This is an optimization exercise on Yosys and OpenROAD, whose aim is small area and a short achievable clock period, not a production implementation. Function was checked by simulation only, so behaviour that the tests miss may differ from the original. Power is estimated from default activity; no workload was simulated.

==> inputs of v28 <==
==> flow/design.v (excerpt) <==
module dds_block (
    input  logic                       clk,
    input  logic                       rst_n,
    input  logic                       psel,
    input  logic                       penable,
    input  logic                       pwrite,
    input  logic [31:0]                paddr,
    input  logic [31:0]                pwdata,
    input  logic signed [SAMPLE_W-1:0] ina_data,
    input  logic signed [SAMPLE_W-1:0] inb_data,
    output logic [31:0]                prdata,
    output logic signed [SAMPLE_W-1:0] dds_data_out
);
clock: 9.0 ns
lec_check: 0
cap_margin: 20
core_margin: 2
core_utilization: 45
place_density: 0.6
setup_slack_margin: 4.5
slew_margin: 20
run.sh (not shown) runs the stock make flow with config.mk's settings and CLKGATE_MAP_FILE= SYNTH_SCRIPT=/design/flow/synth_recipe.tcl, a recipe that flattens the netlist after the stock synthesis.
==> v22 (differences from v28) <==
--- a/flow/config.mk
+++ b/flow/config.mk
@@ -6,8 +6,7 @@
 export NUM_CORES = 4
 export LEC_CHECK = 0
 export CAP_MARGIN = 20
 export CORE_MARGIN = 2
 export CORE_UTILIZATION = 45
 export PLACE_DENSITY = 0.6
-export SETUP_SLACK_MARGIN = 4.5
 export SLEW_MARGIN = 20
==> v38 (differences from v28) <==
--- a/flow/design.v
+++ b/flow/design.v
@@ -197,50 +197,53 @@
         fr3 = {2'b0, fm_offset[14:0], 1'b0, fd2[4], 6'b0};
         fs1 = fr0 ^ fr1 ^ fr2;
         fc1 = ((fr0 & fr1) | (fr0 & fr2) | (fr1 & fr2)) << 1;
         fs2 = fs1 ^ fc1 ^ fr3;
         fc2 = ((fs1 & fc1) | (fs1 & fr3) | (fc1 & fr3)) << 1;
     end
-    logic [24:0] fm_s, fm_c;      
-    logic [16:0] fm_hi;           
-    logic        fm_hmax, fm_hmin;
-    always_ff @(posedge clk) begin
-        fm_s    <= fs2;
-        fm_c    <= fc2;
-        fm_hi   <= fm_offset[31:15];
-        fm_hmax <= (fm_offset[31:15] == 17'h0FFFF);
-        fm_hmin <= (fm_offset[31:15] == 17'h10000);
+    logic        fa_cin8;
+    logic [17:0] fa_w;
+    logic [25:0] fa_sum;
+    always_comb begin
+        fa_sum  = {2'b0, fs2[23:0]} + {2'b0, fc2[23:0]} + 26'h040_0000;
+        fa_cin8 = fs2[8] ^ fc2[8] ^ fa_sum[8];
+        fa_w    = fa_sum[25:8];
     end
+    logic [15:0] fm_s, fm_c;      
     logic        fm_cin8;
-    logic [17:0] fm_w;
     logic [1:0]  fm_co;
     logic        fm_ovp, fm_ovn;
+    logic [16:0] fm_hi;           
+    always_ff @(posedge clk) begin
+        fm_s    <= fs2[23:8];
+        fm_c    <= fc2[23:8];
+        fm_cin8 <= fa_cin8;
+        fm_co   <= fa_w[17:16];
+        fm_ovp  <= (fm_offset[31:15] == 17'h0FFFF) && (fa_w[15:14] == 2'b11);
+        fm_ovn  <= (fm_offset[31:15] == 17'h10000) && (fa_w[15:14] == 2'b00);
+        fm_hi   <= fm_offset[31:15];
+    end
     logic [31:0] pa0, pa1, pa2, pa3, pa4, corr;
     logic [31:0] ps1, pc1, ps2, pc2, ps3, pc3, ps4, pc4;
     logic [31:0] ph_main, ph_ps, ph_psm1, ph_next;
     logic [31:0] phase;
     always_comb begin
-        fm_cin8 = ({1'b0, fm_s[7:0]} + {1'b0, fm_c[7:0]}) >> 8;
-        fm_w    = {2'b0, fm_s[23:8]} + {2'b0, fm_c[23:8]} + {17'b0, fm_cin8} + 18'h04000;
-        fm_co   = fm_w[17:16];
-        fm_ovp  = fm_hmax && (fm_w[15:14] == 2'b11);
-        fm_ovn  = fm_hmin && (fm_w[15:14] == 2'b00);
         corr    = (fm_co == 2'd0) ? 32'h0 : (fm_co == 2'd1) ? 32'hFFFF_0000 : 32'hFFFE_0000;
         pa0 = phase;
         pa1 = step;
         pa2 = {fm_hi, 15'b0};
-        pa3 = {16'b0, fm_s[23:8]};
-        pa4 = {16'b0, fm_c[23:8]};
+        pa3 = {16'b0, fm_s};
+        pa4 = {16'b0, fm_c};
         ps1 = pa0 ^ pa1 ^ pa2;
         pc1 = ((pa0 & pa1) | (pa0 & pa2) | (pa1 & pa2)) << 1;
-        ps2 = ps1 ^ pc1 ^ pa3;
-        pc2 = ((ps1 & pc1) | (ps1 & pa3) | (pc1 & pa3)) << 1;
-        ps3 = ps2 ^ pc2 ^ pa4;
-        pc3 = ((ps2 & pc2) | (ps2 & pa4) | (pc2 & pa4)) << 1;
-        ps4 = ps3 ^ pc3 ^ corr;
-        pc4 = (((ps3 & pc3) | (ps3 & corr) | (pc3 & corr)) << 1) | {31'b0, fm_cin8};
+        ps2 = pa3 ^ pa4 ^ corr;
+        pc2 = (((pa3 & pa4) | (pa3 & corr) | (pa4 & corr)) << 1) | {31'b0, fm_cin8};
+        ps3 = ps1 ^ pc1 ^ ps2;
+        pc3 = ((ps1 & pc1) | (ps1 & ps2) | (pc1 & ps2)) << 1;
+        ps4 = ps3 ^ pc3 ^ pc2;
+        pc4 = ((ps3 & pc3) | (ps3 & pc2) | (pc3 & pc2)) << 1;
         ph_main = ps4 + pc4;
         ph_ps   = phase + step;
         ph_psm1 = (phase ^ step ^ 32'hFFFF_FFFF) +
                   (((phase & step) | phase | step) << 1);
         if (fm_ovp)      ph_next = ph_psm1 ^ 32'h8000_0000;
         else if (fm_ovn) ph_next = ph_ps ^ 32'h8000_0000;
@@ -404,24 +407,21 @@
         ar3 = {am_offset[15], am_offset, 1'b0, ad2[4], 6'b0};
         as1 = ar0 ^ ar1 ^ ar2;
         ac1 = ((ar0 & ar1) | (ar0 & ar2) | (ar1 & ar2)) << 1;
         as2 = as1 ^ ac1 ^ ar3;
         ac2 = ((as1 & ac1) | (as1 & ar3) | (ac1 & ar3)) << 1;
     end
-    logic [24:0] am_s, am_c;
-    always_ff @(posedge clk) begin
-        am_s <= as2;
-        am_c <= ac2;
-    end
     logic [24:0] am_sum;
+    logic [16:0] am_x;
+    assign am_sum = as2 + ac2;
+    always_ff @(posedge clk) am_x <= am_sum[24:8];
     logic [15:0] am_factor;
     always_comb begin
-        am_sum = am_s + am_c;
-        if (am_sum[24] == am_sum[23]) am_factor = am_sum[23:8];
-        else if (am_sum[24])          am_factor = 16'h8000;
-        else                          am_factor = 16'h7FFF;
+        if (am_x[16] == am_x[15]) am_factor = am_x[15:0];
+        else if (am_x[16])        am_factor = 16'h8000;
+        else                      am_factor = 16'h7FFF;
     end
     logic [23:0] mpp0, mpp1, mpp2, mpp3, mrow;
     logic [2:0]  md0, md1, md2, md3;
     logic [23:0] ms1, mc1, ms2, mc2, ms3, mc3;
     always_comb begin
         md0  = booth_dig(stage1_sample, 0);
@@ -437,44 +437,25 @@
         mc1  = ((mpp0 & mpp1) | (mpp0 & mpp2) | (mpp1 & mpp2)) << 1;
         ms2  = mpp3 ^ mrow ^ ms1;
         mc2  = ((mpp3 & mrow) | (mpp3 & ms1) | (mrow & ms1)) << 1;
         ms3  = mc1 ^ ms2 ^ mc2;
         mc3  = ((mc1 & ms2) | (mc1 & mc2) | (ms2 & mc2)) << 1;
     end
-    logic [23:0] mod_s, mod_c;
-    always_ff @(posedge clk) begin
-        mod_s <= ms3;
-        mod_c <= mc3;
-    end
     logic [23:0] mod_sum;
-    logic [7:0]  y8;
-    logic        in_rng;
-    always_comb begin
-        mod_sum = mod_s + mod_c;
-        y8      = mod_sum[15:8];
-        in_rng  = &mod_sum[23:15] || ~|mod_sum[23:15];
-        if (in_rng)           dds_data_out = y8;
-        else if (mod_sum[23]) dds_data_out = 8'h80;
-        else                  dds_data_out = 8'h7F;
+    always_comb mod_sum = ms3 + mc3;
+    always_ff @(posedge clk) begin
+        if (&mod_sum[23:15] || ~|mod_sum[23:15]) dds_data_out <= mod_sum[15:8];
+        else if (mod_sum[23])                    dds_data_out <= 8'h80;
+        else                                     dds_data_out <= 8'h7F;
     end
     logic signed [7:0] st_min, st_max;
     logic [31:0]       st_count;
     logic              take, lt_min, gt_max;
-    assign take = stat_en && (st_count < stat_limit);
-    always_comb begin
-        if (in_rng) begin
-            lt_min = $signed(y8) < st_min;
-            gt_max = $signed(y8) > st_max;
-        end else if (mod_sum[23]) begin
-            lt_min = st_min != -8'sd128;
-            gt_max = 1'b0;
-        end else begin
-            lt_min = 1'b0;
-            gt_max = st_max != 8'sd127;
-        end
-    end
+    assign take   = stat_en && (st_count < stat_limit);
+    assign lt_min = dds_data_out < st_min;
+    assign gt_max = dds_data_out > st_max;
     always_ff @(posedge clk) begin
         if (!rst_n) begin
             st_min   <= '0;
             st_max   <= '0;
             st_count <= '0;
         end else if (stat_clear) begin
==> summary.txt <==
                                                                               v22                      v38                      v28
Result of the run                                          complete, no violations  complete, no violations  complete, no violations
Total power draw                                                          24.04 mW                 23.11 mW                 24.07 mW
Antenna diodes                                                                  10                       11                        9
Register Area                                                            51670 um2                50480 um2                51790 um2
Share of synthesized area spent on multiplexers                             13.81%                   14.54%                   13.81%
Cell Count Post-Placement                                                    13090                    12980                    13090
HPWL after detailed placement                                             263.1 mm                 246.9 mm                 263.7 mm
Reg power frac                                                               47.6%                    48.3%                    47.7%
Area of the mapped netlist                                              110000 um2               107700 um2               110000 um2
Time the final worst path needs with I/O delays and setup                 6.480 ns                 5.824 ns                 5.665 ns
Final clock skew                                                         0.1135 ns               0.05639 ns               0.09398 ns
Instance count on the critical path                                             11                       23                       11
Largest fanout on the critical path                                              5                       11                        6
Post-CTS setup-driven buffer insertion count                                     0                      177                       99
Power density of the placed cells                                     193.9 nW/um2             182.7 nW/um2             187.8 nW/um2
Arrival time at the worst endpoint                                         4.68 ns                  6.62 ns                  3.86 ns

static timing again, ports no longer ideal:
No port has a modelled driver above. Below, the same layouts with a new extraction and two added sets of constraints. Step 1 (the two cells are an assumption about what drives the block):
set clk [get_ports {clk}]
set_driving_cell -lib_cell sky130_fd_sc_hd__clkbuf_16 $clk
set_driving_cell -lib_cell sky130_fd_sc_hd__buf_2 [delete_from_list [all_inputs] $clk]
Step 2, shift: input delay + t, output delay - t, t = (earliest + latest rising clock arrival at the registers) / 2. This alone moves slack from input paths to output paths. Slacks: no drivers / after step 1 / after step 2; pairs: no drivers / after step 1.
run | t, ns | slack for setup (ns) | hold slack, ns | worst register clock-pin slew, ns
v28 | 1.008 | 3.335 / 3.243 / 3.664 | 0.267 / 0.267 / 0.267 | 0.07 / 0.07
v22 | 0.992 | 2.520 / 2.428 / 3.083 | 0.277 / 0.277 / 0.277 | 0.07 / 0.07
v38 | 1.015 | 3.176 / 3.119 / 2.104 | 0.322 / 0.322 / 0.322 | 0.07 / 0.07
After both steps every run listed still meets setup and hold. The setup slack of v38, which loses most, moves by -0.057 ns with the drivers and by -1.072 ns with both steps.
